Context: an optimization exercise on an open-source flow, tuned for small area. The choices shown serve that exercise and are no tape-out recipe. In this exercise RTL edits were held to simulation tests only and were not proved equivalent to the original. No activity file was given, so power comes from the tool's default toggle rates.

job 101:
==> flow/design.v (excerpt) <==
module branch_target_buffer (
  input  logic        clk,
  input  logic        rst_n,
  input  logic [31:0] PC_IF,
  input  logic        StallID,
  input  logic        FlushID,
  input  logic        BranchValid_EX,
  input  logic        BranchTaken_EX,
  input  logic [31:0] PC_EX,
  input  logic [31:0] BranchTarget_EX,
  output logic        BranchPredictSel,
  output logic [31:0] BranchPredictTarget,
  output logic        PredictHit_ID
);
  localparam int ENTRIES = 16;
  logic [ENTRIES-1:0] valid_q;
  logic [25:0]        tag_q    [ENTRIES];
  logic [31:0]        target_q [ENTRIES];
  logic [1:0]         ctr_q    [ENTRIES];
  logic               sel_q, hit_q;
  logic [31:0]        tgt_q;
  logic [3:0]  if_idx, ex_idx;
  logic [25:0] if_tag, ex_tag;
  assign if_idx = PC_IF[5:2];
  assign if_tag = PC_IF[31:6];
  assign ex_idx = PC_EX[5:2];
  assign ex_tag = PC_EX[31:6];
  logic [ENTRIES-1:0]    if_sel, ex_sel;
  logic [28*ENTRIES-1:0] if_data;
  logic [29*ENTRIES-1:0] ex_data;
  for (genvar i = 0; i < ENTRIES; i++) begin : rd
    assign if_sel[i] = if_idx == i;
    assign ex_sel[i] = ex_idx == i;
    assign if_data[28*i +: 28] = {valid_q[i], ctr_q[i][1], tag_q[i]};
    assign ex_data[29*i +: 29] = {valid_q[i], ctr_q[i], tag_q[i]};
  end
  logic        if_v, if_c1, ex_v;
  logic [25:0] if_t, ex_t;
  logic [1:0]  ex_ctr;
  btb_onehot_mux #(.W(28), .N(ENTRIES)) u_if_rd (.sel(if_sel), .d(if_data), .o({if_v, if_c1, if_t}));
  btb_onehot_mux #(.W(29), .N(ENTRIES)) u_ex_rd (.sel(ex_sel), .d(ex_data), .o({ex_v, ex_ctr, ex_t}));
  logic if_hit, if_taken, ex_hit;
  assign if_hit   = if_v && if_t == if_tag;
  assign if_taken = if_hit && if_c1;
  assign ex_hit   = ex_v && ex_t == ex_tag;
  logic        ld, ld_t, ld_p, hold;
  logic [31:0] pc4, tgt_d;
  logic [ENTRIES+1:0] tgt_sel;
  logic [32*(ENTRIES+2)-1:0] tgt_data;
  assign pc4  = {PC_IF[31:2] + 30'd1, PC_IF[1:0]};
  assign ld   = !FlushID && !StallID;
  assign ld_t = ld && if_taken;
  assign ld_p = ld && !if_taken;
  assign hold = !FlushID && StallID;
  for (genvar i = 0; i < ENTRIES; i++) begin : tsel
    assign tgt_sel[i]           = if_sel[i] & ld_t;
  ...
clock: 6.5 ns
lec_check: 0
cap_margin: 20
core_margin: 2
core_utilization: 65
setup_slack_margin: 0.2
slew_margin: 20
synth_hierarchical: 1
synth_minimum_keep_size: 0
standard.sh (not shown) runs the stock make flow with config.mk's settings and CLKGATE_MAP_FILE= SYNTH_SCRIPT=/design/flow/synth_recipe.tcl, a recipe that flattens the netlist after the stock synthesis.
==> flow/flow/run.sh <==
#!/bin/bash
# The standard layout (the standard.sh, with its standard synthesis), with two tool
# options changed: port buffers use the smallest buffer, and CTS builds larger clusters
# without dummy loads. The make output goes to make.log; ORFS keeps each step's log in orfs/logs.
set -euo pipefail
export BUFFER_PORTS_ARGS="-buffer_cell sky130_fd_sc_hd__buf_1"
export CTS_ARGS="-sink_clustering_enable -repair_clock_nets -dont_use_dummy_load -buf_list sky130_fd_sc_hd__clkbuf_16 -sink_clustering_size 25 -sink_clustering_max_diameter 100"
bash standard.sh finish > make.log 2>&1
Job 101: done, clean on timing, DRC and antenna
Here is what was changed in the inputs of job 102 compared with job 101.
--- a/flow/flow/run.sh
+++ b/flow/flow/run.sh
@@ -5,4 +5,4 @@
 set -euo pipefail
 export BUFFER_PORTS_ARGS="-buffer_cell sky130_fd_sc_hd__buf_1"
-export CTS_ARGS="-sink_clustering_enable -repair_clock_nets -dont_use_dummy_load -buf_list sky130_fd_sc_hd__clkbuf_16 -sink_clustering_size 25 -sink_clustering_max_diameter 100"
+export CTS_ARGS="-sink_clustering_enable -repair_clock_nets -dont_use_dummy_load -buf_list sky130_fd_sc_hd__clkbuf_8 -sink_clustering_size 15 -sink_clustering_max_diameter 60"
 bash standard.sh finish > make.log 2>&1
Findings:
Job 102 vs job 101, power per cell area went down by 1.3%.
Job 102 -> job 101: share of the core filled with cells in the final layout flat
Job 102 vs job 101, final clock period utilization by the worst path went down by 2.3 points.
The inputs of job 103 differ from those of job 102 as listed below.
Settings: swapping 65 for 40 in CORE_UTILIZATION.
--- a/flow/flow/run.sh
+++ b/flow/flow/run.sh
@@ -5,4 +5,4 @@
 set -euo pipefail
 export BUFFER_PORTS_ARGS="-buffer_cell sky130_fd_sc_hd__buf_1"
-export CTS_ARGS="-sink_clustering_enable -repair_clock_nets -dont_use_dummy_load -buf_list sky130_fd_sc_hd__clkbuf_8 -sink_clustering_size 15 -sink_clustering_max_diameter 60"
+export CTS_ARGS="-sink_clustering_enable -repair_clock_nets -dont_use_dummy_load -buf_list sky130_fd_sc_hd__clkbuf_16 -sink_clustering_size 20 -sink_clustering_max_diameter 80"
 bash standard.sh finish > make.log 2>&1
==> comparison <==
Taking job 102 as the reference, in job 103 fill cell instance count of the final layout picked up an extra 4,637; count of vias placed by the detailed router has decreased; final area +0.0011 mm2. Job 103 has buffer and inverter count on the worst path below what job 102 had. Looking at proportion of power drawn by flip-flops and latches across job 103 and job 102, the one that comes out lower is job 103. Job 103 ended up with more standard cells than job 102. Job 103 ended with less total global-route track usage than job 102. Higher part of the total power dissipated in combinational logic among job 103 and job 102: job 102. Final critical-path setup slack: job 103 better than job 102. Looking at clock period minus worst slack across both flows, job 103 is the stronger of the two, with job 102 trailing. The higher final-layout clock-cell area share came out of job 103.
Input changes introduced in job 104 (baseline for comparison: job 103):
Settings: CORE_UTILIZATION changed from 40 to 80.
--- a/flow/flow/run.sh
+++ b/flow/flow/run.sh
@@ -5,4 +5,4 @@
 set -euo pipefail
 export BUFFER_PORTS_ARGS="-buffer_cell sky130_fd_sc_hd__buf_1"
-export CTS_ARGS="-sink_clustering_enable -repair_clock_nets -dont_use_dummy_load -buf_list sky130_fd_sc_hd__clkbuf_16 -sink_clustering_size 20 -sink_clustering_max_diameter 80"
+export CTS_ARGS="-sink_clustering_enable -repair_clock_nets -dont_use_dummy_load -buf_list sky130_fd_sc_hd__clkbuf_8 -sink_clustering_size 15 -sink_clustering_max_diameter 60"
 bash standard.sh finish > make.log 2>&1
Looking at final cell count, job 104 sits below job 103.
Number of I/O port buffers: job 104 vs job 103 identical
Diff job 103 -> job 104: power now smaller; initial core utilization increased by 41 points relative to the old numbers; top achievable clock speed lost 5.8%; overall routing resource usage shows an increase of 24 points; net switching component of the power shrank by 22 uW.
Summary of job 104 over job 103: proportion of cell area spent on the clock network decreased 0.82 points, worst setup slack dropped 330 ps.
Re sequential cell fraction of total power: job 103 and job 104 aren't equal, and the higher value belongs to job 104.
Higher final critical-path share of the clock period was reported by job 104, not job 103.

what the ideal ports hide:
In the flow no input, the clock included, has a driving cell. The finished layouts below were timed again as built, in two steps. Step 1 sets driving cells, clkbuf_16 on the clock port and buf_2 on the other inputs (assumed; they add their load-dependent delay and slew). Step 2, shift: input delay + t, output delay - t, t = (earliest + latest rising clock arrival at the registers) / 2. This alone moves slack from input paths to output paths. Slacks: ideal / step 1 / step 2; pairs: ideal / step 1.
run | t, ns | setup WS [ns] | hold slack, ns | worst data-port slew with drivers (ns) | pins driven straight from the clock port
job 101 | 0.678 | 0.917 / 0.894 / 0.216 | 0.478 / 0.478 / 0.478 | 0.13 | 1
job 102 | 0.747 | 1.066 / 1.039 / 0.292 | 0.470 / 0.470 / 0.470 | 0.12 | 1
job 103 | 0.694 | 1.105 / 1.141 / 0.448 | 0.478 / 0.476 / 0.478 | 0.15 | 1
job 104 | 0.758 | 0.771 / 0.730 / -0.027 | 0.474 / 0.474 / 0.474 | 0.17 | 1
With both steps, setup timing fails in job 104, where it was met with ideal ports. For job 104, which loses most, drivers alone change the setup slack by -0.041 ns; drivers and shift together by -0.798 ns.
